What follows belongs to an exercise in optimizing a design on an open flow for small area; a production flow would make more cautious choices.
Function was checked by simulation only, so behaviour that the tests miss may differ from the original.

## flow/design.v (module list and top-level ports; edited modules follow where they fit)
// module mdc_top: 538 lines
// module mdc_dp: 1073 lines
// module mdc_fa: 4 lines
// module mdc_ha: 4 lines
module mdc_top (
    input  logic         clk,
    input  logic         rst_n,
    input  logic         in_valid,
    input  logic [14:0]  in_data,
    input  logic [8:0]   in_mode,
    output logic         out_valid,
    output logic [206:0] out_data
);
  // ...
==> flow/run.sh <==
#!/bin/bash
# synth_recipe.tcl (not shown) runs the flow's synth.tcl, then flattens the netlist and writes it again
# the make line also repeats each setting of config.mk as NAME=value (left out here)
make -C /OpenROAD-flow-scripts/flow DESIGN_CONFIG=/design/flow/config.mk WORK_HOME=/design/flow/orfs CLKGATE_MAP_FILE= SYNTH_SCRIPT=/design/flow/synth_recipe.tcl finish
==> flow/config.mk <==
export PLATFORM = sky130hd
export DESIGN_NAME = mdc_top
export DESIGN_NICKNAME = mdc_top
export VERILOG_FILES = /design/flow/design.v
export SDC_FILE = /design/flow/constraint.sdc
export NUM_CORES = 8
export LEC_CHECK = 0
export ABC_AREA = 1
export CAP_MARGIN = 20
export CORE_MARGIN = 2
export CORE_UTILIZATION = 40
export SETUP_SLACK_MARGIN = 1.0
export SLEW_MARGIN = 20
export SYNTH_HIERARCHICAL = 1
export SYNTH_MINIMUM_KEEP_SIZE = 0
==> flow/constraint.sdc <==
create_clock -name core_clock -period 25.0 [get_ports {clk}]
set_input_delay 5.0000 -clock core_clock [delete_from_list [all_inputs] [get_ports {clk}]]
set_output_delay 5.0000 -clock core_clock [all_outputs]
set_load 0.01 [all_outputs]
==> flow_summary.yaml, run 1 <==
critical_path:
  path_common_cell: "fa_1"
  crit_family: "adder cells"
  cpPeakStageDelay_ns: 0.56
  path_buf_inv: 4
  timing.rr.end: "F[33]"
global_routing:
  busiest_layer: "met2"
  overflow: 0
  grt_max_degree: 193
  met2_usage_pct: 42.1
  grt_pass1_vias: 20600
  grt_util_met1_pct: 39.0
  grtUsageTotal_pct: 27.2
flow_run:
  cap_violations: 0
timing:
  fin_crit_sh_pct: 82.7
  tns_ns: 0
  worstMarginPinSlew_ns: 1.13
  holdWs_ns: 0.316
  hold_violations: 0
  final-max-slew-violation-count: 0
layout:
  antenna_cells: 0
  regArea_um2: 9190
  clock_area_share_pct: 4.67
  clockBufferCount: 56
  comb.multi_input.count: 1954
  multi_input_area_share_pct: 48.3
  nFillCells: 6014
detailed_routing:
  top_layer: "met5"
  antenna_left: 0
  dr.pass1.iters: 5
  via_per_inst: 5.27
floorplan:
  fp.dieArea_um2: 66000
  taps: 846
  start_util_pct: 40.5
  io_pins: 235
cts:
  htreeDepth: 2
  postCtsSetupBuffers: 0
  tritoncts: "done"
yosys:
  synth_area_leaders: "dfxtp_1 30%, fa_1 23%, nand2_1 10%"
  yosys.area.top_type_share_pct: 30.0
  yosysWarnings: 9
min_path:
  min_path_type: "flop to flop"
status:
  status: "timing/DRC/antenna clean"
placed_design:
  gp_congestion: 1.03
==> module mdc_top, before the edit <==
module mdc_top (
    input  logic         clk,
    input  logic         rst_n,
    input  logic         in_valid,
    input  logic [14:0]  in_data,
    input  logic [8:0]   in_mode,
    output logic         out_valid,
    output logic [206:0] out_data
);
    logic [3:0]  syn15, syn9;
    logic [14:0] fix15;
    logic [8:0]  fix9;
    logic [10:0] din;
    logic [4:0]  mdec;
    always_comb begin
        syn15 = '0;
        for (int p = 1; p <= 15; p++) if (in_data[15-p]) syn15 = syn15 ^ 4'(p);
        fix15 = in_data;
        for (int p = 1; p <= 15; p++) if (syn15 == 4'(p)) fix15[15-p] = ~in_data[15-p];
        din = {fix15[12], fix15[10:8], fix15[6:0]};
        syn9 = '0;
        for (int p = 1; p <= 9; p++) if (in_mode[9-p]) syn9 = syn9 ^ 4'(p);
        fix9 = in_mode;
        for (int p = 1; p <= 9; p++) if (syn9 == 4'(p)) fix9[9-p] = ~in_mode[9-p];
        mdec = {fix9[6], fix9[4:2], fix9[0]};
    end
    logic       busy;
    logic [4:0] c;
    logic       sel3;
    always_ff @(posedge clk or negedge rst_n) begin
        if (!rst_n) begin
            busy <= 1'b0; c <= 5'd0; out_valid <= 1'b0;
        end else begin
            out_valid <= busy && (c == 5'd30);
            if (!busy) begin
                if (in_valid) begin busy <= 1'b1; c <= 5'd1; end
            end else begin
                c <= c + 5'd1;
                if (c == 5'd30) busy <= 1'b0;
            end
        end
    end
    always_ff @(posedge clk) begin
        if (!busy && in_valid) sel3 <= (mdec == 5'b00110);
    end
    logic [10:0] ln [0:15];
    always_ff @(posedge clk) begin
        ln[0] <= in_valid ? din : ln[15];
        for (int i = 1; i < 16; i++) ln[i] <= ln[i-1];
    end
    logic [206:0] F;
    logic signed [10:0] a1, a2, b1, b2;
    logic wr2, big, accen, h3w;
    logic [1:0] mrwe;
    logic [1:0] mrsel;
    always_comb begin
        a1 = ln[0]; a2 = ln[0]; b1 = ln[0]; b2 = ln[0];
        wr2 = 1'b0; big = 1'b0; accen = 1'b0; h3w = 1'b0; a1z = 1'b0; mrwe = '0; mrsel = 2'd0;
        if (sel3) begin big = 1'b1; accen = 1'b1; a1z = 1'b1; h3w = 1'b1; end
        if (!sel3) begin
            case (c)
                5'd16: begin a1 = ln[15]; a2 = ln[14]; b1 = ln[10]; b2 = ln[11]; wr2 = 1'b1; end
                5'd17: begin a1 = ln[15]; a2 = ln[14]; b1 = ln[10]; b2 = ln[11]; wr2 = 1'b1; end
                5'd18: begin a1 = ln[15]; a2 = ln[14]; b1 = ln[10]; b2 = ln[11]; wr2 = 1'b1; end
                5'd21: begin a1 = ln[15]; a2 = ln[14]; b1 = ln[10]; b2 = ln[11]; wr2 = 1'b1; end
                5'd22: begin a1 = ln[15]; a2 = ln[14]; b1 = ln[10]; b2 = ln[11]; wr2 = 1'b1; end
                5'd23: begin a1 = ln[2]; a2 = ln[1]; b1 = ln[13]; b2 = ln[14]; wr2 = 1'b1; end
                5'd24: begin a1 = ln[15]; a2 = ln[14]; b1 = ln[10]; b2 = ln[11]; wr2 = 1'b1; end
                5'd28: begin a1 = ln[2]; a2 = ln[1]; b1 = ln[13]; b2 = ln[14]; wr2 = 1'b1; end
                5'd29: begin a1 = ln[2]; a2 = ln[1]; b1 = ln[13]; b2 = ln[14]; wr2 = 1'b1; end
                default: ;
            endcase
        end
        if (sel3) begin
            case (c)
                5'd10: begin a1 = ln[0]; a2 = ln[1]; b1 = ln[5]; b2 = ln[4]; mrwe[0] = 1'b1; big = 1'b0; accen = 1'b0; a1z = 1'b0; h3w = 1'b0; end
                5'd11: begin a1 = ln[0]; a2 = ln[1]; b1 = ln[5]; b2 = ln[4]; mrwe[1] = 1'b1; big = 1'b0; accen = 1'b0; a1z = 1'b0; h3w = 1'b0; end
                5'd12: begin a1 = ln[11]; a1z = 1'b0; mrsel = 2'd1; accen = 1'b0; end
                5'd15: begin a1 = ln[0]; a1z = 1'b0; mrsel = 2'd0; accen = 1'b0; end
                5'd16: begin a1 = ln[13]; a1z = 1'b0; mrsel = 2'd0; end
                5'd17: begin a1 = ln[13]; a1z = 1'b0; mrsel = 2'd1; accen = 1'b0; end
                5'd18: begin a1 = ln[2]; a1z = 1'b0; mrsel = 2'd1; accen = 1'b0; end
                5'd19: begin a1 = ln[6]; a1z = 1'b0; mrsel = 2'd1; end
                5'd22: begin a1 = ln[15]; a2 = ln[1]; b1 = ln[13]; b2 = ln[11]; mrwe[0] = 1'b1; big = 1'b0; accen = 1'b0; a1z = 1'b0; h3w = 1'b0; end
                5'd23: begin a1 = ln[15]; a2 = ln[1]; b1 = ln[13]; b2 = ln[11]; mrwe[1] = 1'b1; big = 1'b0; accen = 1'b0; a1z = 1'b0; h3w = 1'b0; end
                5'd24: begin a1 = ln[6]; a1z = 1'b0; mrsel = 2'd0; end
                5'd25: begin a1 = ln[6]; a1z = 1'b0; mrsel = 2'd1; end
                5'd26: begin a1 = ln[11]; a1z = 1'b0; mrsel = 2'd1; end
                5'd27: begin a1 = ln[13]; a1z = 1'b0; mrsel = 2'd0; end
                5'd28: begin a1 = ln[0]; a2 = ln[1]; b1 = ln[5]; b2 = ln[4]; mrwe[0] = 1'b1; big = 1'b0; accen = 1'b0; a1z = 1'b0; h3w = 1'b0; end
                5'd29: begin a1 = ln[11]; a1z = 1'b0; mrsel = 2'd0; end
                5'd30: begin a1 = ln[0]; a1z = 1'b0; mrsel = 2'd0; end
                default: ;
            endcase
        end
        if (!busy) begin wr2 = 1'b0; mrwe = '0; end
    end
    logic [21:0] mr [0:1];
    logic [21:0] d;
    always_ff @(posedge clk) begin
        if (mrwe[0]) mr[0] <= d;
        if (mrwe[1]) mr[1] <= d;
    end
    logic [21:0] mrv;
    always_comb begin
        mrv = mr[0];
        if (mrsel == 2'd1) mrv = mr[1];
    end
    logic [33:0] t;
    logic a1z;
    wire [10:0] a1g = a1z ? 11'd0 : a1;
    mdc_dp u_dp (.a1(a1g), .a2(a2), .b1(b1), .b2(b2), .mlo(mrv[10:0]), .mhi(mrv[21:11]), .accv(F[84:51]), .big(big), .accen(accen), .t(t));
    assign d = t[21:0];
    logic [22:0] h2;
    logic [50:0] h3;
    assign h2 = wr2 ? {t[21], t[21:0]} : F[91:69];
    assign h3 = h3w ? {{17{t[33]}}, t} : F[101:51];
    always_ff @(posedge clk) begin
        if (sel3) begin
            F[0] <= h3[0];
            F[1] <= h3[1];
            F[2] <= h3[2];
            F[3] <= h3[3];
            F[4] <= h3[4];
            F[5] <= h3[5];
            F[6] <= h3[6];
            F[7] <= h3[7];
            F[8] <= h3[8];
            F[9] <= h3[9];
            F[10] <= h3[10];
            F[11] <= h3[11];
            F[12] <= h3[12];
            F[13] <= h3[13];
            F[14] <= h3[14];
            F[15] <= h3[15];
            F[16] <= h3[16];
            F[17] <= h3[17];
            F[18] <= h3[18];
            F[19] <= h3[19];
            F[20] <= h3[20];
            F[21] <= h3[21];
            F[22] <= h3[22];
            F[23] <= h3[23];
            F[24] <= h3[24];
            F[25] <= h3[25];
            F[26] <= h3[26];
            F[27] <= h3[27];
            F[28] <= h3[28];
            F[29] <= h3[29];
            F[30] <= h3[30];
            F[31] <= h3[31];
            F[32] <= h3[32];
            F[33] <= h3[33];
            F[34] <= h3[34];
            F[35] <= h3[35];
            F[36] <= h3[36];
            F[37] <= h3[37];
            F[38] <= h3[38];
            F[39] <= h3[39];
            F[40] <= h3[40];
            F[41] <= h3[41];
            F[42] <= h3[42];
            F[43] <= h3[43];
            F[44] <= h3[44];
            F[45] <= h3[45];
            F[46] <= h3[46];
            F[47] <= h3[47];
            F[48] <= h3[48];
            F[49] <= h3[49];
            F[50] <= h3[50];
            F[51] <= F[153];
            F[52] <= F[154];
            F[53] <= F[155];
            F[54] <= F[156];
            F[55] <= F[157];
            F[56] <= F[158];
            F[57] <= F[159];
            F[58] <= F[160];
            F[59] <= F[161];
            F[60] <= F[162];
            F[61] <= F[163];
            F[62] <= F[164];
            F[63] <= F[165];
            F[64] <= F[166];
            F[65] <= F[167];
            F[66] <= F[168];
            F[67] <= F[169];
            F[68] <= F[170];
            F[69] <= F[171];
            F[70] <= F[172];
            F[71] <= F[173];
            F[72] <= F[174];
            F[73] <= F[175];
            F[74] <= F[176];
            F[75] <= F[177];
            F[76] <= F[178];
            F[77] <= F[179];
            F[78] <= F[180];
            F[79] <= F[181];
            F[80] <= F[182];
            F[81] <= F[183];
            F[82] <= F[184];
            F[83] <= F[185];
            F[84] <= F[186];
            F[85] <= F[187];
            F[86] <= F[188];
            F[87] <= F[189];
            F[88] <= F[190];
            F[89] <= F[191];
            F[90] <= F[192];
            F[91] <= F[193];
            F[92] <= F[194];
            F[93] <= F[195];
            F[94] <= F[196];
            F[95] <= F[197];
            F[96] <= F[198];
            F[97] <= F[199];
            F[98] <= F[200];
            F[99] <= F[201];
            F[100] <= F[202];
            F[101] <= F[203];
            F[102] <= F[0];
            F[103] <= F[1];
            F[104] <= F[2];
            F[105] <= F[3];
            F[106] <= F[4];
            F[107] <= F[5];
            F[108] <= F[6];
            F[109] <= F[7];
            F[110] <= F[8];
            F[111] <= F[9];
            F[112] <= F[10];
            F[113] <= F[11];
            F[114] <= F[12];
            F[115] <= F[13];
            F[116] <= F[14];
            F[117] <= F[15];
            F[118] <= F[16];
            F[119] <= F[17];
            F[120] <= F[18];
            F[121] <= F[19];
            F[122] <= F[20];
            F[123] <= F[21];
            F[124] <= F[22];
            F[125] <= F[23];
            F[126] <= F[24];
            F[127] <= F[25];
            F[128] <= F[26];
            F[129] <= F[27];
            F[130] <= F[28];
            F[131] <= F[29];
            F[132] <= F[30];
            F[133] <= F[31];
            F[134] <= F[32];
            F[135] <= F[33];
            F[136] <= F[34];
            F[137] <= F[35];
            F[138] <= F[36];
            F[139] <= F[37];
            F[140] <= F[38];
            F[141] <= F[39];
            F[142] <= F[40];
            F[143] <= F[41];
            F[144] <= F[42];
            F[145] <= F[43];
            F[146] <= F[44];
            F[147] <= F[45];
            F[148] <= F[46];
            F[149] <= F[47];
            F[150] <= F[48];
            F[151] <= F[49];
            F[152] <= F[50];
            F[153] <= F[102];
            F[154] <= F[103];
            F[155] <= F[104];
            F[156] <= F[105];
            F[157] <= F[106];
            F[158] <= F[107];
            F[159] <= F[108];
            F[160] <= F[109];
            F[161] <= F[110];
            F[162] <= F[111];
            F[163] <= F[112];
            F[164] <= F[113];
            F[165] <= F[114];
            F[166] <= F[115];
            F[167] <= F[116];
            F[168] <= F[117];
            F[169] <= F[118];
            F[170] <= F[119];
            F[171] <= F[120];
            F[172] <= F[121];
            F[173] <= F[122];
            F[174] <= F[123];
            F[175] <= F[124];
            F[176] <= F[125];
            F[177] <= F[126];
            F[178] <= F[127];
            F[179] <= F[128];
            F[180] <= F[129];
            F[181] <= F[130];
            F[182] <= F[131];
            F[183] <= F[132];
            F[184] <= F[133];
            F[185] <= F[134];
            F[186] <= F[135];
            F[187] <= F[136];
            F[188] <= F[137];
            F[189] <= F[138];
            F[190] <= F[139];
            F[191] <= F[140];
            F[192] <= F[141];
            F[193] <= F[142];
            F[194] <= F[143];
            F[195] <= F[144];
            F[196] <= F[145];
            F[197] <= F[146];
            F[198] <= F[147];
            F[199] <= F[148];
            F[200] <= F[149];
            F[201] <= F[150];
            F[202] <= F[151];
            F[203] <= F[152];
            F[204] <= 1'b0;
            F[205] <= 1'b0;
            F[206] <= 1'b0;
        end else begin
            F[0] <= F[92];
            F[1] <= F[93];
            F[2] <= F[94];
            F[3] <= F[95];
            F[4] <= F[96];
            F[5] <= F[97];
            F[6] <= F[98];
            F[7] <= F[99];
            F[8] <= F[100];
            F[9] <= F[101];
            F[10] <= F[102];
            F[11] <= F[103];
            F[12] <= F[104];
            F[13] <= F[105];
            F[14] <= F[106];
            F[15] <= F[107];
            F[16] <= F[108];
            F[17] <= F[109];
            F[18] <= F[110];
            F[19] <= F[111];
            F[20] <= F[112];
            F[21] <= F[113];
            F[22] <= F[114];
            F[23] <= F[0];
            F[24] <= F[1];
            F[25] <= F[2];
            F[26] <= F[3];
            F[27] <= F[4];
            F[28] <= F[5];
            F[29] <= F[6];
            F[30] <= F[7];
            F[31] <= F[8];
            F[32] <= F[9];
            F[33] <= F[10];
            F[34] <= F[11];
            F[35] <= F[12];
            F[36] <= F[13];
            F[37] <= F[14];
            F[38] <= F[15];
            F[39] <= F[16];
            F[40] <= F[17];
            F[41] <= F[18];
            F[42] <= F[19];
            F[43] <= F[20];
            F[44] <= F[21];
            F[45] <= F[22];
            F[46] <= F[184];
            F[47] <= F[185];
            F[48] <= F[186];
            F[49] <= F[187];
            F[50] <= F[188];
            F[51] <= F[189];
            F[52] <= F[190];
            F[53] <= F[191];
            F[54] <= F[192];
            F[55] <= F[193];
            F[56] <= F[194];
            F[57] <= F[195];
            F[58] <= F[196];
            F[59] <= F[197];
            F[60] <= F[198];
            F[61] <= F[199];
            F[62] <= F[200];
            F[63] <= F[201];
            F[64] <= F[202];
            F[65] <= F[203];
            F[66] <= F[204];
            F[67] <= F[205];
            F[68] <= F[206];
            F[69] <= F[115];
            F[70] <= F[116];
            F[71] <= F[117];
            F[72] <= F[118];
            F[73] <= F[119];
            F[74] <= F[120];
            F[75] <= F[121];
            F[76] <= F[122];
            F[77] <= F[123];
            F[78] <= F[124];
            F[79] <= F[125];
            F[80] <= F[126];
            F[81] <= F[127];
            F[82] <= F[128];
            F[83] <= F[129];
            F[84] <= F[130];
            F[85] <= F[131];
            F[86] <= F[132];
            F[87] <= F[133];
            F[88] <= F[134];
            F[89] <= F[135];
            F[90] <= F[136];
            F[91] <= F[137];
            F[92] <= h2[0];
            F[93] <= h2[1];
            F[94] <= h2[2];
            F[95] <= h2[3];
            F[96] <= h2[4];
            F[97] <= h2[5];
            F[98] <= h2[6];
            F[99] <= h2[7];
            F[100] <= h2[8];
            F[101] <= h2[9];
            F[102] <= h2[10];
            F[103] <= h2[11];
            F[104] <= h2[12];
            F[105] <= h2[13];
            F[106] <= h2[14];
            F[107] <= h2[15];
            F[108] <= h2[16];
            F[109] <= h2[17];
            F[110] <= h2[18];
            F[111] <= h2[19];
            F[112] <= h2[20];
            F[113] <= h2[21];
            F[114] <= h2[22];
            F[115] <= F[46];
            F[116] <= F[47];
            F[117] <= F[48];
            F[118] <= F[49];
            F[119] <= F[50];
            F[120] <= F[51];
            F[121] <= F[52];
            F[122] <= F[53];
            F[123] <= F[54];
            F[124] <= F[55];
            F[125] <= F[56];
            F[126] <= F[57];
            F[127] <= F[58];
            F[128] <= F[59];
            F[129] <= F[60];
            F[130] <= F[61];
            F[131] <= F[62];
            F[132] <= F[63];
            F[133] <= F[64];
            F[134] <= F[65];
            F[135] <= F[66];
            F[136] <= F[67];
            F[137] <= F[68];
            F[138] <= F[23];
            F[139] <= F[24];
            F[140] <= F[25];
            F[141] <= F[26];
            F[142] <= F[27];
            F[143] <= F[28];
            F[144] <= F[29];
            F[145] <= F[30];
            F[146] <= F[31];
            F[147] <= F[32];
            F[148] <= F[33];
            F[149] <= F[34];
            F[150] <= F[35];
            F[151] <= F[36];
            F[152] <= F[37];
            F[153] <= F[38];
            F[154] <= F[39];
            F[155] <= F[40];
            F[156] <= F[41];
            F[157] <= F[42];
            F[158] <= F[43];
            F[159] <= F[44];
            F[160] <= F[45];
            F[161] <= F[138];
            F[162] <= F[139];
            F[163] <= F[140];
            F[164] <= F[141];
            F[165] <= F[142];
            F[166] <= F[143];
            F[167] <= F[144];
            F[168] <= F[145];
            F[169] <= F[146];
            F[170] <= F[147];
            F[171] <= F[148];
            F[172] <= F[149];
            F[173] <= F[150];
            F[174] <= F[151];
            F[175] <= F[152];
            F[176] <= F[153];
            F[177] <= F[154];
            F[178] <= F[155];
            F[179] <= F[156];
            F[180] <= F[157];
            F[181] <= F[158];
            F[182] <= F[159];
            F[183] <= F[160];
            F[184] <= F[161];
            F[185] <= F[162];
            F[186] <= F[163];
            F[187] <= F[164];
            F[188] <= F[165];
            F[189] <= F[166];
            F[190] <= F[167];
            F[191] <= F[168];
            F[192] <= F[169];
            F[193] <= F[170];
            F[194] <= F[171];
            F[195] <= F[172];
            F[196] <= F[173];
            F[197] <= F[174];
            F[198] <= F[175];
            F[199] <= F[176];
            F[200] <= F[177];
            F[201] <= F[178];
            F[202] <= F[179];
            F[203] <= F[180];
            F[204] <= F[181];
            F[205] <= F[182];
            F[206] <= F[183];
        end
    end
    assign out_data = F;
endmodule
==> run 2: changes to the inputs <==
--- a/flow/design.v
+++ b/flow/design.v
@@ -45,6 +45,6 @@
     end
-    logic [10:0] ln [0:15];
+    logic [10:0] ln [0:11];
     always_ff @(posedge clk) begin
-        ln[0] <= in_valid ? din : ln[15];
-        for (int i = 1; i < 16; i++) ln[i] <= ln[i-1];
+        ln[0] <= in_valid ? din : ln[11];
+        for (int i = 1; i < 12; i++) ln[i] <= ln[i-1];
     end
@@ -53,3 +53,3 @@
     logic wr2, big, accen, h3w;
-    logic [1:0] mrwe;
+    logic [2:0] mrwe;
     logic [1:0] mrsel;
@@ -61,11 +61,11 @@
             case (c)
-                5'd16: begin a1 = ln[15]; a2 = ln[14]; b1 = ln[10]; b2 = ln[11]; wr2 = 1'b1; end
-                5'd17: begin a1 = ln[15]; a2 = ln[14]; b1 = ln[10]; b2 = ln[11]; wr2 = 1'b1; end
-                5'd18: begin a1 = ln[15]; a2 = ln[14]; b1 = ln[10]; b2 = ln[11]; wr2 = 1'b1; end
-                5'd21: begin a1 = ln[15]; a2 = ln[14]; b1 = ln[10]; b2 = ln[11]; wr2 = 1'b1; end
-                5'd22: begin a1 = ln[15]; a2 = ln[14]; b1 = ln[10]; b2 = ln[11]; wr2 = 1'b1; end
-                5'd23: begin a1 = ln[2]; a2 = ln[1]; b1 = ln[13]; b2 = ln[14]; wr2 = 1'b1; end
-                5'd24: begin a1 = ln[15]; a2 = ln[14]; b1 = ln[10]; b2 = ln[11]; wr2 = 1'b1; end
-                5'd28: begin a1 = ln[2]; a2 = ln[1]; b1 = ln[13]; b2 = ln[14]; wr2 = 1'b1; end
-                5'd29: begin a1 = ln[2]; a2 = ln[1]; b1 = ln[13]; b2 = ln[14]; wr2 = 1'b1; end
+                5'd7: begin a1 = ln[6]; a2 = ln[5]; b1 = ln[1]; b2 = ln[2]; wr2 = 1'b1; end
+                5'd8: begin a1 = ln[6]; a2 = ln[5]; b1 = ln[1]; b2 = ln[2]; wr2 = 1'b1; end
+                5'd9: begin a1 = ln[6]; a2 = ln[5]; b1 = ln[1]; b2 = ln[2]; wr2 = 1'b1; end
+                5'd12: begin a1 = ln[6]; a2 = ln[5]; b1 = ln[1]; b2 = ln[2]; wr2 = 1'b1; end
+                5'd13: begin a1 = ln[6]; a2 = ln[5]; b1 = ln[1]; b2 = ln[2]; wr2 = 1'b1; end
+                5'd15: begin a1 = ln[6]; a2 = ln[5]; b1 = ln[1]; b2 = ln[2]; wr2 = 1'b1; end
+                5'd23: begin a1 = ln[6]; a2 = ln[5]; b1 = ln[1]; b2 = ln[2]; wr2 = 1'b1; end
+                5'd28: begin a1 = ln[6]; a2 = ln[5]; b1 = ln[1]; b2 = ln[2]; wr2 = 1'b1; end
+                5'd29: begin a1 = ln[6]; a2 = ln[5]; b1 = ln[1]; b2 = ln[2]; wr2 = 1'b1; end
                 default: ;
@@ -75,19 +75,24 @@
             case (c)
-                5'd10: begin a1 = ln[0]; a2 = ln[1]; b1 = ln[5]; b2 = ln[4]; mrwe[0] = 1'b1; big = 1'b0; accen = 1'b0; a1z = 1'b0; h3w = 1'b0; end
-                5'd11: begin a1 = ln[0]; a2 = ln[1]; b1 = ln[5]; b2 = ln[4]; mrwe[1] = 1'b1; big = 1'b0; accen = 1'b0; a1z = 1'b0; h3w = 1'b0; end
-                5'd12: begin a1 = ln[11]; a1z = 1'b0; mrsel = 2'd1; accen = 1'b0; end
-                5'd15: begin a1 = ln[0]; a1z = 1'b0; mrsel = 2'd0; accen = 1'b0; end
-                5'd16: begin a1 = ln[13]; a1z = 1'b0; mrsel = 2'd0; end
-                5'd17: begin a1 = ln[13]; a1z = 1'b0; mrsel = 2'd1; accen = 1'b0; end
-                5'd18: begin a1 = ln[2]; a1z = 1'b0; mrsel = 2'd1; accen = 1'b0; end
-                5'd19: begin a1 = ln[6]; a1z = 1'b0; mrsel = 2'd1; end
-                5'd22: begin a1 = ln[15]; a2 = ln[1]; b1 = ln[13]; b2 = ln[11]; mrwe[0] = 1'b1; big = 1'b0; accen = 1'b0; a1z = 1'b0; h3w = 1'b0; end
-                5'd23: begin a1 = ln[15]; a2 = ln[1]; b1 = ln[13]; b2 = ln[11]; mrwe[1] = 1'b1; big = 1'b0; accen = 1'b0; a1z = 1'b0; h3w = 1'b0; end
-                5'd24: begin a1 = ln[6]; a1z = 1'b0; mrsel = 2'd0; end
-                5'd25: begin a1 = ln[6]; a1z = 1'b0; mrsel = 2'd1; end
-                5'd26: begin a1 = ln[11]; a1z = 1'b0; mrsel = 2'd1; end
-                5'd27: begin a1 = ln[13]; a1z = 1'b0; mrsel = 2'd0; end
-                5'd28: begin a1 = ln[0]; a2 = ln[1]; b1 = ln[5]; b2 = ln[4]; mrwe[0] = 1'b1; big = 1'b0; accen = 1'b0; a1z = 1'b0; h3w = 1'b0; end
+                5'd7: begin a1 = ln[6]; a2 = ln[5]; b1 = ln[1]; b2 = ln[2]; mrwe[0] = 1'b1; big = 1'b0; accen = 1'b0; a1z = 1'b0; h3w = 1'b0; end
+                5'd8: begin a1 = ln[6]; a2 = ln[5]; b1 = ln[1]; b2 = ln[2]; mrwe[1] = 1'b1; big = 1'b0; accen = 1'b0; a1z = 1'b0; h3w = 1'b0; end
+                5'd9: begin a1 = ln[6]; a2 = ln[5]; b1 = ln[1]; b2 = ln[2]; mrwe[2] = 1'b1; big = 1'b0; accen = 1'b0; a1z = 1'b0; h3w = 1'b0; end
+                5'd10: begin a1 = ln[0]; a1z = 1'b0; mrsel = 2'd2; accen = 1'b0; end
+                5'd11: begin a1 = ln[0]; a1z = 1'b0; mrsel = 2'd0; accen = 1'b0; end
+                5'd12: begin a1 = ln[9]; a2 = ln[5]; b1 = ln[7]; b2 = ln[11]; mrwe[0] = 1'b1; big = 1'b0; accen = 1'b0; a1z = 1'b0; h3w = 1'b0; end
+                5'd13: begin a1 = ln[9]; a2 = ln[5]; b1 = ln[7]; b2 = ln[11]; mrwe[2] = 1'b1; big = 1'b0; accen = 1'b0; a1z = 1'b0; h3w = 1'b0; end
+                5'd14: begin a1 = ln[3]; a1z = 1'b0; mrsel = 2'd2; end
+                5'd15: begin a1 = ln[6]; a1z = 1'b0; mrsel = 2'd1; end
+                5'd16: begin a1 = ln[6]; a2 = ln[5]; b1 = ln[1]; b2 = ln[2]; mrwe[2] = 1'b1; big = 1'b0; accen = 1'b0; a1z = 1'b0; h3w = 1'b0; end
+                5'd17: begin a1 = ln[0]; a1z = 1'b0; mrsel = 2'd2; accen = 1'b0; end
+                5'd18: begin a1 = ln[6]; a1z = 1'b0; mrsel = 2'd1; end
+                5'd19: begin a1 = ln[9]; a1z = 1'b0; mrsel = 2'd0; end
+                5'd20: begin a1 = ln[0]; a1z = 1'b0; mrsel = 2'd2; accen = 1'b0; end
+                5'd21: begin a1 = ln[0]; a2 = ln[8]; b1 = ln[7]; b2 = ln[11]; mrwe[0] = 1'b1; big = 1'b0; accen = 1'b0; a1z = 1'b0; h3w = 1'b0; end
+                5'd23: begin a1 = ln[0]; a2 = ln[8]; b1 = ln[7]; b2 = ln[11]; mrwe[1] = 1'b1; big = 1'b0; accen = 1'b0; a1z = 1'b0; h3w = 1'b0; end
+                5'd24: begin a1 = ln[6]; a1z = 1'b0; mrsel = 2'd1; end
+                5'd25: begin a1 = ln[6]; a1z = 1'b0; mrsel = 2'd0; end
+                5'd26: begin a1 = ln[3]; a2 = ln[5]; b1 = ln[1]; b2 = ln[11]; mrwe[0] = 1'b1; big = 1'b0; accen = 1'b0; a1z = 1'b0; h3w = 1'b0; end
+                5'd27: begin a1 = ln[3]; a2 = ln[5]; b1 = ln[1]; b2 = ln[11]; mrwe[1] = 1'b1; big = 1'b0; accen = 1'b0; a1z = 1'b0; h3w = 1'b0; end
+                5'd28: begin a1 = ln[9]; a1z = 1'b0; mrsel = 2'd1; end
                 5'd29: begin a1 = ln[11]; a1z = 1'b0; mrsel = 2'd0; end
-                5'd30: begin a1 = ln[0]; a1z = 1'b0; mrsel = 2'd0; end
                 default: ;
@@ -97,3 +102,3 @@
     end
-    logic [21:0] mr [0:1];
+    logic [21:0] mr [0:2];
     logic [21:0] d;
@@ -102,2 +107,3 @@
         if (mrwe[1]) mr[1] <= d;
+        if (mrwe[2]) mr[2] <= d;
     end
@@ -107,2 +113,3 @@
         if (mrsel == 2'd1) mrv = mr[1];
+        if (mrsel == 2'd2) mrv = mr[2];
     end
@@ -111,3 +118,3 @@
     wire [10:0] a1g = a1z ? 11'd0 : a1;
-    mdc_dp u_dp (.a1(a1g), .a2(a2), .b1(b1), .b2(b2), .mlo(mrv[10:0]), .mhi(mrv[21:11]), .accv(F[84:51]), .big(big), .accen(accen), .t(t));
+    mdc_dp u_dp (.a1(a1g), .a2(a2), .b1(b1), .b2(b2), .mlo(mrv[10:0]), .mhi(mrv[21:11]), .accv(F[186:153]), .big(big), .accen(accen), .t(t));
     assign d = t[21:0];
@@ -116,209 +123,209 @@
     assign h2 = wr2 ? {t[21], t[21:0]} : F[91:69];
-    assign h3 = h3w ? {{17{t[33]}}, t} : F[101:51];
+    assign h3 = h3w ? {{17{t[33]}}, t} : F[203:153];
     always_ff @(posedge clk) begin
         if (sel3) begin
-            F[0] <= h3[0];
-            F[1] <= h3[1];
-            F[2] <= h3[2];
-            F[3] <= h3[3];
-            F[4] <= h3[4];
-            F[5] <= h3[5];
-            F[6] <= h3[6];
-            F[7] <= h3[7];
-            F[8] <= h3[8];
-            F[9] <= h3[9];
-            F[10] <= h3[10];
-            F[11] <= h3[11];
-            F[12] <= h3[12];
-            F[13] <= h3[13];
-            F[14] <= h3[14];
-            F[15] <= h3[15];
-            F[16] <= h3[16];
-            F[17] <= h3[17];
-            F[18] <= h3[18];
-            F[19] <= h3[19];
-            F[20] <= h3[20];
-            F[21] <= h3[21];
-            F[22] <= h3[22];
-            F[23] <= h3[23];
-            F[24] <= h3[24];
-            F[25] <= h3[25];
-            F[26] <= h3[26];
-            F[27] <= h3[27];
-            F[28] <= h3[28];
-            F[29] <= h3[29];
-            F[30] <= h3[30];
-            F[31] <= h3[31];
-            F[32] <= h3[32];
-            F[33] <= h3[33];
-            F[34] <= h3[34];
-            F[35] <= h3[35];
-            F[36] <= h3[36];
-            F[37] <= h3[37];
-            F[38] <= h3[38];
-            F[39] <= h3[39];
-            F[40] <= h3[40];
-            F[41] <= h3[41];
-            F[42] <= h3[42];
-            F[43] <= h3[43];
-            F[44] <= h3[44];
-            F[45] <= h3[45];
-            F[46] <= h3[46];
-            F[47] <= h3[47];
-            F[48] <= h3[48];
-            F[49] <= h3[49];
-            F[50] <= h3[50];
-            F[51] <= F[153];
-            F[52] <= F[154];
-            F[53] <= F[155];
-            F[54] <= F[156];
-            F[55] <= F[157];
-            F[56] <= F[158];
-            F[57] <= F[159];
-            F[58] <= F[160];
-            F[59] <= F[161];
-            F[60] <= F[162];
-            F[61] <= F[163];
-            F[62] <= F[164];
-            F[63] <= F[165];
-            F[64] <= F[166];
-            F[65] <= F[167];
-            F[66] <= F[168];
-            F[67] <= F[169];
-            F[68] <= F[170];
-            F[69] <= F[171];
-            F[70] <= F[172];
-            F[71] <= F[173];
-            F[72] <= F[174];
-            F[73] <= F[175];
-            F[74] <= F[176];
-            F[75] <= F[177];
-            F[76] <= F[178];
-            F[77] <= F[179];
-            F[78] <= F[180];
-            F[79] <= F[181];
-            F[80] <= F[182];
-            F[81] <= F[183];
-            F[82] <= F[184];
-            F[83] <= F[185];
-            F[84] <= F[186];
-            F[85] <= F[187];
-            F[86] <= F[188];
-            F[87] <= F[189];
-            F[88] <= F[190];
-            F[89] <= F[191];
-            F[90] <= F[192];
-            F[91] <= F[193];
-            F[92] <= F[194];
-            F[93] <= F[195];
-            F[94] <= F[196];
-            F[95] <= F[197];
-            F[96] <= F[198];
-            F[97] <= F[199];
-            F[98] <= F[200];
-            F[99] <= F[201];
-            F[100] <= F[202];
-            F[101] <= F[203];
-            F[102] <= F[0];
-            F[103] <= F[1];
-            F[104] <= F[2];
-            F[105] <= F[3];
-            F[106] <= F[4];
-            F[107] <= F[5];
-            F[108] <= F[6];
-            F[109] <= F[7];
-            F[110] <= F[8];
-            F[111] <= F[9];
-            F[112] <= F[10];
-            F[113] <= F[11];
-            F[114] <= F[12];
-            F[115] <= F[13];
-            F[116] <= F[14];
-            F[117] <= F[15];
-            F[118] <= F[16];
-            F[119] <= F[17];
-            F[120] <= F[18];
-            F[121] <= F[19];
-            F[122] <= F[20];
-            F[123] <= F[21];
-            F[124] <= F[22];
-            F[125] <= F[23];
-            F[126] <= F[24];
-            F[127] <= F[25];
-            F[128] <= F[26];
-            F[129] <= F[27];
-            F[130] <= F[28];
-            F[131] <= F[29];
-            F[132] <= F[30];
-            F[133] <= F[31];
-            F[134] <= F[32];
-            F[135] <= F[33];
-            F[136] <= F[34];
-            F[137] <= F[35];
-            F[138] <= F[36];
-            F[139] <= F[37];
-            F[140] <= F[38];
-            F[141] <= F[39];
-            F[142] <= F[40];
-            F[143] <= F[41];
-            F[144] <= F[42];
-            F[145] <= F[43];
-            F[146] <= F[44];
-            F[147] <= F[45];
-            F[148] <= F[46];
-            F[149] <= F[47];
-            F[150] <= F[48];
-            F[151] <= F[49];
-            F[152] <= F[50];
-            F[153] <= F[102];
-            F[154] <= F[103];
-            F[155] <= F[104];
-            F[156] <= F[105];
-            F[157] <= F[106];
-            F[158] <= F[107];
-            F[159] <= F[108];
-            F[160] <= F[109];
-            F[161] <= F[110];
-            F[162] <= F[111];
-            F[163] <= F[112];
-            F[164] <= F[113];
-            F[165] <= F[114];
-            F[166] <= F[115];
-            F[167] <= F[116];
-            F[168] <= F[117];
-            F[169] <= F[118];
-            F[170] <= F[119];
-            F[171] <= F[120];
-            F[172] <= F[121];
-            F[173] <= F[122];
-            F[174] <= F[123];
-            F[175] <= F[124];
-            F[176] <= F[125];
-            F[177] <= F[126];
-            F[178] <= F[127];
-            F[179] <= F[128];
-            F[180] <= F[129];
-            F[181] <= F[130];
-            F[182] <= F[131];
-            F[183] <= F[132];
-            F[184] <= F[133];
-            F[185] <= F[134];
-            F[186] <= F[135];
-            F[187] <= F[136];
-            F[188] <= F[137];
-            F[189] <= F[138];
-            F[190] <= F[139];
-            F[191] <= F[140];
-            F[192] <= F[141];
-            F[193] <= F[142];
-            F[194] <= F[143];
-            F[195] <= F[144];
-            F[196] <= F[145];
-            F[197] <= F[146];
-            F[198] <= F[147];
-            F[199] <= F[148];
-            F[200] <= F[149];
-            F[201] <= F[150];
-            F[202] <= F[151];
-            F[203] <= F[152];
+            F[0] <= F[51];
+            F[1] <= F[52];
+            F[2] <= F[53];
+            F[3] <= F[54];
+            F[4] <= F[55];
+            F[5] <= F[56];
+            F[6] <= F[57];
+            F[7] <= F[58];
+            F[8] <= F[59];
+            F[9] <= F[60];
+            F[10] <= F[61];
+            F[11] <= F[62];
+            F[12] <= F[63];
+            F[13] <= F[64];
+            F[14] <= F[65];
+            F[15] <= F[66];
+            F[16] <= F[67];
+            F[17] <= F[68];
+            F[18] <= F[69];
+            F[19] <= F[70];
+            F[20] <= F[71];
+            F[21] <= F[72];
+            F[22] <= F[73];
+            F[23] <= F[74];
+            F[24] <= F[75];
+            F[25] <= F[76];
+            F[26] <= F[77];
+            F[27] <= F[78];
+            F[28] <= F[79];
+            F[29] <= F[80];
+            F[30] <= F[81];
+            F[31] <= F[82];
+            F[32] <= F[83];
+            F[33] <= F[84];
+            F[34] <= F[85];
+            F[35] <= F[86];
+            F[36] <= F[87];
+            F[37] <= F[88];
+            F[38] <= F[89];
+            F[39] <= F[90];
+            F[40] <= F[91];
+            F[41] <= F[92];
+            F[42] <= F[93];
+            F[43] <= F[94];
+            F[44] <= F[95];
+            F[45] <= F[96];
+            F[46] <= F[97];
+            F[47] <= F[98];
+            F[48] <= F[99];
+            F[49] <= F[100];
+            F[50] <= F[101];
+            F[51] <= F[102];
+            F[52] <= F[103];
+            F[53] <= F[104];
+            F[54] <= F[105];
+            F[55] <= F[106];
+            F[56] <= F[107];
+            F[57] <= F[108];
+            F[58] <= F[109];
+            F[59] <= F[110];
+            F[60] <= F[111];
+            F[61] <= F[112];
+            F[62] <= F[113];
+            F[63] <= F[114];
+            F[64] <= F[115];
+            F[65] <= F[116];
+            F[66] <= F[117];
+            F[67] <= F[118];
+            F[68] <= F[119];
+            F[69] <= F[120];
+            F[70] <= F[121];
+            F[71] <= F[122];
+            F[72] <= F[123];
+            F[73] <= F[124];
+            F[74] <= F[125];
+            F[75] <= F[126];
+            F[76] <= F[127];
+            F[77] <= F[128];
+            F[78] <= F[129];
+            F[79] <= F[130];
+            F[80] <= F[131];
+            F[81] <= F[132];
+            F[82] <= F[133];
+            F[83] <= F[134];
+            F[84] <= F[135];
+            F[85] <= F[136];
+            F[86] <= F[137];
+            F[87] <= F[138];
+            F[88] <= F[139];
+            F[89] <= F[140];
+            F[90] <= F[141];
+            F[91] <= F[142];
+            F[92] <= F[143];
+            F[93] <= F[144];
+            F[94] <= F[145];
+            F[95] <= F[146];
+            F[96] <= F[147];
+            F[97] <= F[148];
+            F[98] <= F[149];
+            F[99] <= F[150];
+            F[100] <= F[151];
+            F[101] <= F[152];
+            F[102] <= h3[0];
+            F[103] <= h3[1];
+            F[104] <= h3[2];
+            F[105] <= h3[3];
+            F[106] <= h3[4];
+            F[107] <= h3[5];
+            F[108] <= h3[6];
+            F[109] <= h3[7];
+            F[110] <= h3[8];
+            F[111] <= h3[9];
+            F[112] <= h3[10];
+            F[113] <= h3[11];
+            F[114] <= h3[12];
+            F[115] <= h3[13];
+            F[116] <= h3[14];
+            F[117] <= h3[15];
+            F[118] <= h3[16];
+            F[119] <= h3[17];
+            F[120] <= h3[18];
+            F[121] <= h3[19];
+            F[122] <= h3[20];
+            F[123] <= h3[21];
+            F[124] <= h3[22];
+            F[125] <= h3[23];
+            F[126] <= h3[24];
+            F[127] <= h3[25];
+            F[128] <= h3[26];
+            F[129] <= h3[27];
+            F[130] <= h3[28];
+            F[131] <= h3[29];
+            F[132] <= h3[30];
+            F[133] <= h3[31];
+            F[134] <= h3[32];
+            F[135] <= h3[33];
+            F[136] <= h3[34];
+            F[137] <= h3[35];
+            F[138] <= h3[36];
+            F[139] <= h3[37];
+            F[140] <= h3[38];
+            F[141] <= h3[39];
+            F[142] <= h3[40];
+            F[143] <= h3[41];
+            F[144] <= h3[42];
+            F[145] <= h3[43];
+            F[146] <= h3[44];
+            F[147] <= h3[45];
+            F[148] <= h3[46];
+            F[149] <= h3[47];
+            F[150] <= h3[48];
+            F[151] <= h3[49];
+            F[152] <= h3[50];
+            F[153] <= F[0];
+            F[154] <= F[1];
+            F[155] <= F[2];
+            F[156] <= F[3];
+            F[157] <= F[4];
+            F[158] <= F[5];
+            F[159] <= F[6];
+            F[160] <= F[7];
+            F[161] <= F[8];
+            F[162] <= F[9];
+            F[163] <= F[10];
+            F[164] <= F[11];
+            F[165] <= F[12];
+            F[166] <= F[13];
+            F[167] <= F[14];
+            F[168] <= F[15];
+            F[169] <= F[16];
+            F[170] <= F[17];
+            F[171] <= F[18];
+            F[172] <= F[19];
+            F[173] <= F[20];
+            F[174] <= F[21];
+            F[175] <= F[22];
+            F[176] <= F[23];
+            F[177] <= F[24];
+            F[178] <= F[25];
+            F[179] <= F[26];
+            F[180] <= F[27];
+            F[181] <= F[28];
+            F[182] <= F[29];
+            F[183] <= F[30];
+            F[184] <= F[31];
+            F[185] <= F[32];
+            F[186] <= F[33];
+            F[187] <= F[34];
+            F[188] <= F[35];
+            F[189] <= F[36];
+            F[190] <= F[37];
+            F[191] <= F[38];
+            F[192] <= F[39];
+            F[193] <= F[40];
+            F[194] <= F[41];
+            F[195] <= F[42];
+            F[196] <= F[43];
+            F[197] <= F[44];
+            F[198] <= F[45];
+            F[199] <= F[46];
+            F[200] <= F[47];
+            F[201] <= F[48];
+            F[202] <= F[49];
+            F[203] <= F[50];
             F[204] <= 1'b0;
--- a/flow/config.mk
+++ b/flow/config.mk
@@ -11,2 +11,3 @@
 export CORE_UTILIZATION = 40
+export CTS_BUF_LIST = sky130_fd_sc_hd__clkbuf_4
 export SETUP_SLACK_MARGIN = 1.0
==> flow_summary.yaml, run 2 <==
layout:
  layout.nets: 3374
  reg_top3: "F x207, ln x132, mr x66"
  fin_util_pct: 46.3
  synthToLayoutAreaGrowth_pct: 15.1
  regMostFlops: "F"
  final_common_cell: "nand2_1"
  largest_reg_flops: 207
  drive_above_1_share_pct: 9.55
  final_cell_mix: "717 x nand2_1, 339 x dfxtp_1, 326 x nor2_1"
cts:
  cts_resized: 0
  cts_buffers: 103
  postCtsSetupBuffers: 0
  clock_path_buffers: 3
  clockRootBuffer: "clkbuf_4"
  clkTransAtPathRegs_ns: 0.07
  htreeDepth: 3
  tritoncts: "done"
  insertion_delay_ns: 0.89
  cts_sinks: 413
  cts_hold_buf: 0
critical_path:
  timing.rr.start: "c[0]"
  cpPeakStageDelay_ns: 0.85
  start_kind: "flop"
  regToRegSetupSlack_ns: 3.64
  crit_required_ns: 25.72
  endpoint_kind: "flop"
  path_class: "flop to flop"
  reg2regPathDepth: 60
  startpoint: "c[0]"
  crit_fanout: 52
  path_common_cell: "fa_1"
  crit_slowest_cell: "o21ai_1"
  crit_arrival_ns: 22.08
  timing.rr.end: "F[142]"
timing:
  worstMarginPinSlew_ns: 1.15
  setup_slack_ns: 3.64
  rsz0062_at_grt: "no"
  finalClockSkew_ns: 0.0479
  final-max-slew-violation-count: 0
  fin_crit_sh_pct: 85.4
  holdWs_ns: 0.296
  relSlewSlack_pct: 23.4
  setup_violations: 0
  tns_ns: 0
  min_period_ns: 21.36
  fmaxAchievable_mhz: 46.8
  hold_violations: 0
yosys:
  synthTopCellsByCount: "717 x nand2_1, 339 x dfxtp_1, 327 x nor2_1"
  postSynthAreaPerCell_um2: 8.97
  netlist_area_um2: 25200
  yosysWarnings: 9
  ys_ff_latch: 413
  synth_area_leaders: "dfxtp_1 27%, fa_1 23%, nand2_1 11%"
  synthFlopType: "dfxtp_1"
  postSynth.asyncResetShare_pct: 1.69
  synth_cell_types: 54
  synth_most_common_cell: "nand2_1"
  synth_edf_count: 67
  yosysSeqAreaShare_pct: 35.6
  synth_largest_area_cell: "dfxtp_1"
  yosys.area.top_type_share_pct: 26.9
  synth_cells: 2814
min_path:
  whs_path_depth: 0
  min_path_type: "flop to flop"
  hold_end: "ln[5][6]"
  min_from: "ln[4][6]"
global_routing:
  grtUsageTotal_pct: 28.4
  grt_pass1_wl_mm: 135
  antenna_found_initial: 3
  overflow: 0
  grt_max_degree: 106
  grt_pass1_vias: 21200
detailed_routing:
  antenna_left: 0
  wire_per_inst_um: 23.1
  drt_wl_total_mm: 91.0
  vias: 20900
  first_iter_violations: 1884
  via_per_inst: 5.32
  dr.pass1.iters: 7
  drc: 0
floorplan:
  fp-row-count: 92
  io_pins: 235
  fp.dieArea_um2: 65100
  core_area_um2: 62700
  die_w_um: 255
  dieHeight_um: 255
  start_util_pct: 40.2
status:
  status: "timing/DRC/antenna clean"
placed_design:
  port_buffers: 234
  place_ws_ns: 3.68
  gp_congestion: 0.998
  hpwl_mm: 69.2
flow_run:
  cap_violations: 0
==> run 2: cell count changes after synthesis, moves of 25 or more <==
cell / delta
a22oi_1: +38
o21ai_1: +25
nand4_1: +30
a21oi_1: -35
dfxtp_1: -44
inv_1: -63
==> run 2: kinds of logic after synthesis <==
family          after synthesis  share of synthesized area (%)
flops                       413                           35.6
other cells                   1                         0.0149
compound gates              363                           9.03
fa+ha+maj                   340                           25.7
xor+xnor                      2                         0.0694
buf+inv                     419                           8.05
simple gates               1276                           21.6
==> run 2: final cells by class <==
class | instances | area (µm²)
Fill cell | 6082 | 33700
Multi-Input combinational cell | 1997 | 14300
Sequential cell | 413 | 8970
Timing Repair Buffer | 263 | 2560
Tap cell | 846 | 1060
Clock buffer | 140 | 1050
Inverter | 229 | 877
Clock inverter | 38 | 198
Antenna cell | 4 | 10.0
==> run 2: routing by layer <==
metal	global-route usage [%]	vias up	wire length, µm
li1	-	9344	-
met1	38.7	10400	38200
met2	43.5	1012	40900
met3	6.44	174	8010
met4	12.2	2	3900
met5	0	-	12
==> run 2: through the flow <==
stage / cell area [µm²] / cells
detailed placement: 27800 / 3747
floorplan: 25300 / 2829
finish: 29100 / 3930
global placement: 27800 / 3746
CTS: 29000 / 3925
global route: 29100 / 3930
==> run 2: worst max-delay path by stage <==
| stage | end | slack (ns) | depth (start not counted) |
|---|---|---|---|
| 4_1_cts | F[142] | 3.74 | 60 |
| 6_report | F[142] | 3.64 | 60 |
| 2_1_floorplan | F[141] | 6.49 | 65 |
| 3_3_place_gp | F[140] | 4.17 | 60 |
| 5_1_grt | F[140] | 2.83 | 60 |
| 3_5_place_dp | F[142] | 3.68 | 60 |
==> run 2: modules after synthesis (local to each module, per instance) <==
module	cell area [µm²]	cells inside	flops+latches
mdc_top	16100	1896	413
mdc_dp	2790	585	0
mdc_fa	20.0	1	0
mdc_ha	12.5	1	0
==> run 2: worst max-delay path: cells and delay by family, from the launching register on <==
family                   cells  cell delay (ns)
AND/OR/NAND/NOR             10             1.55
XOR/XNOR                     1             0.16
buffers and inverters        7             1.93
AO/OA/AOI/OAI                3             1.11
flip-flops                   1             0.44
adder cells (fa/ha/maj)     39            15.98
==> run 3: changes to the inputs <==
--- a/flow/config.mk
+++ b/flow/config.mk
@@ -11,3 +11,2 @@
 export CORE_UTILIZATION = 40
-export CTS_BUF_LIST = sky130_fd_sc_hd__clkbuf_4
 export SETUP_SLACK_MARGIN = 1.0
==> flow_summary.yaml, run 3 <==
yosys:
  yosysSeqAreaShare_pct: 35.6
  synthTopCellsByCount: "717 x nand2_1, 339 x dfxtp_1, 327 x nor2_1"
  netlist_area_um2: 25200
  synth_largest_area_cell: "dfxtp_1"
  synth_cells: 2814
  yosysWarnings: 9
  synth_area_leaders: "dfxtp_1 27%, fa_1 23%, nand2_1 11%"
  synth_cell_types: 54
  ys_ff_latch: 413
  yosys.area.top_type_share_pct: 26.9
  postSynthAreaPerCell_um2: 8.97
  synth_edf_count: 67
  synth_most_common_cell: "nand2_1"
  synthFlopType: "dfxtp_1"
  postSynth.asyncResetShare_pct: 1.69
min_path:
  min_path_type: "flop to flop"
  min_from: "ln[4][3]"
placed_design:
  placed_cell_area_um2: 27800
  dp_cells: 3747
  hpwl_mm: 69.2
  port_buffers: 234
  gp_congestion: 0.998
global_routing:
  antenna_found_initial: 0
  grt_pass1_vias: 20700
  overflow: 0
  grt_pass1_wl_mm: 134
  grtUsageTotal_pct: 28.1
  grt_max_degree: 106
cts:
  clockRootBuffer: "clkbuf_16"
  cts_buffers: 42
  htreeDepth: 2
  tritoncts: "done"
  cts_hold_buf: 0
  clock_path_buffers: 3
  postCtsSetupBuffers: 0
  clkTransAtPathRegs_ns: 0.06
  cts_sinks: 413
  insertion_delay_ns: 0.59
  cts_resized: 0
critical_path:
  start_kind: "flop"
  endpoint_kind: "flop"
  path_common_cell: "fa_1"
  timing.rr.start: "c[0]"
  startpoint: "c[0]"
  crit_fanout: 52
  crit_required_ns: 25.44
  crit_arrival_ns: 21.83
  cpPeakStageDelay_ns: 0.86
  crit_slowest_cell: "o21ai_1"
  path_class: "flop to flop"
floorplan:
  die_w_um: 255
  io_pins: 235
  dieHeight_um: 255
  fp-row-count: 92
  fp.dieArea_um2: 65100
  core_area_um2: 62700
  start_util_pct: 40.2
timing:
  fmaxAchievable_mhz: 46.8
  relSlewSlack_pct: 22.9
  min_period_ns: 21.39
  setup_violations: 0
  final-max-slew-violation-count: 0
  tns_ns: 0
  rsz0062_at_grt: "no"
  fin_crit_sh_pct: 85.6
  worstMarginPinSlew_ns: 1.16
  finalClockSkew_ns: 0.0316
  hold_violations: 0
detailed_routing:
  via_per_inst: 5.38
  vias: 20600
  drt_wl_total_mm: 90.6
  wire_per_inst_um: 23.7
  drc: 0
  dr.pass1.iters: 6
  antenna_left: 0
  first_iter_violations: 1986
layout:
  nFillCells: 5977
  final_common_cell: "nand2_1"
  antenna_cells: 0
  synthToLayoutAreaGrowth_pct: 15.8
  regMostFlops: "F"
  final_cell_mix: "717 x nand2_1, 339 x dfxtp_1, 326 x nor2_1"
  layout.nets: 3314
  drive_above_1_share_pct: 7.18
  fin_cells: 3827
  fin_area_um2: 29200
  largest_reg_flops: 207
  reg_top3: "F x207, ln x132, mr x66"
flow_run:
  cap_violations: 0
status:
  status: "timing/DRC/antenna clean"
-- run 3: cell types whose count changed in the layout (fill, tap and decap cells not counted), moves of 3 or more --
| cell | delta |
|---|---|
| bufinv_16 | +3 |
| clkbuf_1 | +7 |
| clkbuf_16 | +43 |
| clkbuf_4 | -138 |
| clkbuf_8 | +4 |
| clkinv_1 | -26 |
| clkinv_2 | +7 |
| clkinvlp_4 | -3 |
| diode_2 | -4 |
-- run 3: per-stage QoR --
stage               hold WS [ns]  util (%)  worst slack (ns)
floorplan                  0.310         -              6.49
global placement           0.310      44.3              4.17
detailed placement         0.312      44.3              3.68
CTS                        0.326      46.5              3.75
global route               0.332      46.6              2.85
finish                     0.324      46.6              3.61
-- run 3: layout make-up --
class	instances	area [µm²]	area share, %
multi-input combinational	1997	14300	49.0
sequential	413	8970	30.7
timing repair buffer	264	2570	8.80
clock buffer	56	1170	4.00
tap	846	1060	3.62
inverter	229	877	3.00
clock inverter	22	259	0.886
-- run 3: logic make-up (layout without fill, tap and decap cells) --
family / after synthesis / count (layout) / synth area share (%)
XOR/XNOR: 2 / 2 / 0.0694
buffers and inverters: 419 / 571 / 8.05
AO/OA/AOI/OAI: 363 / 363 / 9.03
flip-flops: 413 / 413 / 35.6
other: 1 / 16 / 0.0149
adder cells (fa/ha/maj): 340 / 340 / 25.7
AND/OR/NAND/NOR: 1276 / 1276 / 21.6
-- run 3: critical path, delay by kind of cell (launching register included) --
family,cells,cell delay [ns]
adders and majority gates,39,16.01
xor gates and xnor gates,1,0.16
and+or+nand+nor,10,1.56
AOI/OAI and AO/OA,3,1.12
DFF,1,0.45
buffers and inverters,7,1.92
-- run 3: modules after synthesis (local to each module, per instance) --
module | copies in the design | area (µm²) | flip-flops and latches
mdc_top | 1 | 16100 | 413
mdc_dp | 1 | 2790 | 0
mdc_ha | 37 | 12.5 | 0
mdc_fa | 296 | 20.0 | 0
-- run 3: final timing paths --
| check | endpoint | slack (ns) | cells past startpoint |
|---|---|---|---|
| max in group asynchronous | c[3] | 20.05 | 1 |
| worst min-delay path | ln[5][3] | 0.32 | 0 |
| min in group asynchronous | out_valid | 4.70 | 1 |
| worst min register to register | ln[5][3] | 0.32 | 0 |
| worst max-delay path | F[142] | 3.61 | 60 |
| worst max register to register | F[142] | 3.61 | 60 |
-- run 3: metal layers --
| layer | vias up | share of wire [%] | GRT usage [%] |
|---|---|---|---|
| li1 | 9164 | - | - |
| met1 | 10300 | 42 | 38.7 |
| met2 | 970 | 45 | 43.6 |
| met3 | 168 | 9.0 | 5.84 |
| met4 | 0 | 4.3 | 10.5 |
| met5 | - | 0 | 0 |
==> run 4: changes to the inputs <==
--- a/flow/config.mk
+++ b/flow/config.mk
@@ -11,2 +11,3 @@
 export CORE_UTILIZATION = 40
+export CTS_BUF_LIST = sky130_fd_sc_hd__clkbuf_8
 export SETUP_SLACK_MARGIN = 1.0
==> flow_summary.yaml, run 4 <==
layout:
  final_cell_mix: "717 x nand2_1, 339 x dfxtp_1, 326 x nor2_1"
  reg_top3: "F x207, ln x132, mr x66"
  antenna_cells: 0
  largest_reg_flops: 207
  layout.nets: 3341
  synthToLayoutAreaGrowth_pct: 15.5
  nFillCells: 6020
  drive_above_1_share_pct: 8.01
  final_common_cell: "nand2_1"
  regMostFlops: "F"
detailed_routing:
  wire_per_inst_um: 23.5
  via_per_inst: 5.36
  drc: 0
  vias: 20700
  antenna_left: 0
  drt_wl_total_mm: 90.8
  first_iter_violations: 1824
  dr.pass1.iters: 6
yosys:
  synth_most_common_cell: "nand2_1"
  synth_cells: 2814
  synth_largest_area_cell: "dfxtp_1"
  synth_edf_count: 67
  synth_top_family_by_area: "adder cells"
  netlist_area_um2: 25200
  synth_area_leaders: "dfxtp_1 27%, fa_1 23%, nand2_1 11%"
  yosysSeqAreaShare_pct: 35.6
  synth_compound_area_share_pct: 9.03
  yosysWarnings: 9
  synthTopCellsByCount: "717 x nand2_1, 339 x dfxtp_1, 327 x nor2_1"
  synth_mux_area_share_pct: 0
  synthFlopType: "dfxtp_1"
  synth-xor-area-share_pct: 0.0694
  synth_cell_types: 54
  synthSimpleGateAreaFrac_pct: 21.6
  ys_ff_latch: 413
  yosys.area.top_type_share_pct: 26.9
  postSynthAreaPerCell_um2: 8.97
  synth_fa_ha_area_share_pct: 25.7
  postSynth.asyncResetShare_pct: 1.69
global_routing:
  grt_max_degree: 106
  grt_pass1_wl_mm: 135
  busiest_layer: "met2"
  grt_use_met3_pct: 6.09
  grt_pass1_vias: 20800
  overflow: 0
  antenna_found_initial: 1
  grtUsageTotal_pct: 28.3
  grt_util_met1_pct: 38.8
  met2_usage_pct: 43.5
placed_design:
  hpwl_mm: 69.2
  port_buffers: 234
  gp_congestion: 0.998
timing:
  hold_violations: 0
  rsz0062_at_grt: "no"
  min_period_ns: 21.38
  fmaxAchievable_mhz: 46.8
  setup_violations: 0
  tns_ns: 0
  relSlewSlack_pct: 23.5
  final-max-slew-violation-count: 0
  holdWs_ns: 0.316
  finalClockSkew_ns: 0.0441
  worstMarginPinSlew_ns: 1.15
  fin_crit_sh_pct: 85.5
critical_path:
  start_kind: "flop"
  path_buf_inv: 7
  crit_arrival_ns: 21.89
  cpPeakStageDelay_ns: 0.85
  path_common_cell: "fa_1"
  crit_required_ns: 25.50
  crit_family: "adder cells"
  crit_fanout: 52
  path_class: "flop to flop"
  crit_slowest_cell: "o21ai_1"
  endpoint_kind: "flop"
floorplan:
  dieHeight_um: 255
  fp-row-count: 92
  die_w_um: 255
  core_area_um2: 62700
  fp.dieArea_um2: 65100
  io_pins: 235
  start_util_pct: 40.2
cts:
  clockRootBuffer: "clkbuf_8"
  insertion_delay_ns: 0.67
  cts_hold_buf: 0
  postCtsSetupBuffers: 0
  cts_resized: 0
  clock_path_buffers: 3
  htreeDepth: 3
  tritoncts: "done"
  clkTransAtPathRegs_ns: 0.06
  cts_buffers: 69
  cts_sinks: 413
min_path:
  min_path_type: "flop to flop"
status:
  status: "timing/DRC/antenna clean"
flow_run:
  cap_violations: 0
-- run 4: cell counts after synthesis --
No cell type changed its count.
-- run 4: worst register-to-register path: cells and delay by family, from the launching register on --
family	cells	cell delay [ns]
XOR/XNOR	1	0.16
buffers and inverters	7	1.95
adder cells (fa/ha/maj)	39	16.01
flip-flops	1	0.45
AO/OA/AOI/OAI	3	1.15
AND/OR/NAND/NOR	10	1.57
-- run 4: cell families after synthesis --
kind of cell               after synthesis
and+or+nand+nor                       1276
AOI/OAI and AO/OA                      363
buffers and inverters                  419
DFF                                    413
xor gates and xnor gates                 2
other                                    1
adders and majority gates              340
-- run 4: area by class of cell --
type,instances,area (µm²),share of cell area (%)
Sequential cell,413,8970,30.8
Inverter,229,877,3.01
Clock inverter,36,190,0.652
Tap cell,846,1060,3.63
Timing Repair Buffer,264,2570,8.82
Clock buffer,84,1160,3.97
Multi-Input combinational cell,1997,14300,49.1
-- run 4: stage by stage --
| step | area [µm²] | instances | util, % | worst slack, ns |
|---|---|---|---|---|
| floorplan | 25300 | 2829 | - | 6.49 |
| CTS | 29100 | 3867 | 46.4 | 3.73 |
| global placement | 27800 | 3746 | 44.3 | 4.17 |
| finish | 29200 | 3869 | 46.5 | 3.62 |
| global route | 29200 | 3869 | 46.5 | 2.84 |
| detailed placement | 27800 | 3747 | 44.3 | 3.68 |
-- run 4: worst paths after layout --
path | startpoint | endpoint | slack [ns] | cells past startpoint
setup / recovery | c[0] | F[135] | 3.62 | 60
hold / removal | ln[4][6] | ln[5][6] | 0.32 | 0
setup reg to reg | c[0] | F[135] | 3.62 | 60
hold reg to reg | ln[4][6] | ln[5][6] | 0.32 | 0
max in group asynchronous | rst_n | c[0] | 20.11 | 1
min in group asynchronous | rst_n | out_valid | 4.63 | 1
-- run 4: layer usage --
metal / vias up / wire (µm)
met2: 948 / 40900
met5: - / 9
li1: 9221 / -
met3: 168 / 7960
met1: 10400 / 38300
met4: 2 / 3740
-- run 4: Yosys stat by module, one instance, submodules excluded --
module / cells / cell area, µm² / flip-flops and latches
mdc_top: 1896 / 16100 / 413
mdc_dp: 585 / 2790 / 0
mdc_fa: 1 / 20.0 / 0
mdc_ha: 1 / 12.5 / 0

-- afterwards: timing with drivers on the ports --
In the flow no input, the clock included, has a driving cell. The finished layouts below were timed again as built, in two steps. Step 1 assumes that a clkbuf_16 drives the clock port and a buf_2 every other input. Step 2 moves the port delays by t, midway between the first and last clock arrival at a register: inputs arrive t later, outputs are due t later. That takes back most of the time a late clock gives input paths. Three values: ideal ports, drivers, drivers and shift; two values: the first two.
run	t, ns	slack for setup (ns)	worst hold slack (ns)	slew at the worst register clock pin (ns)
run 1	0.601	4.316 / 4.316 / 4.316	0.316 / 0.316 / 0.316	0.07 / 0.07
run 2	0.920	3.642 / 3.642 / 3.642	0.296 / 0.296 / 0.296	0.08 / 0.08
run 3	0.629	3.611 / 3.611 / 3.611	0.324 / 0.324 / 0.324	0.07 / 0.07
run 4	0.700	3.618 / 3.618 / 3.618	0.316 / 0.316 / 0.316	0.08 / 0.08
After both steps setup and hold are still met in every run listed.
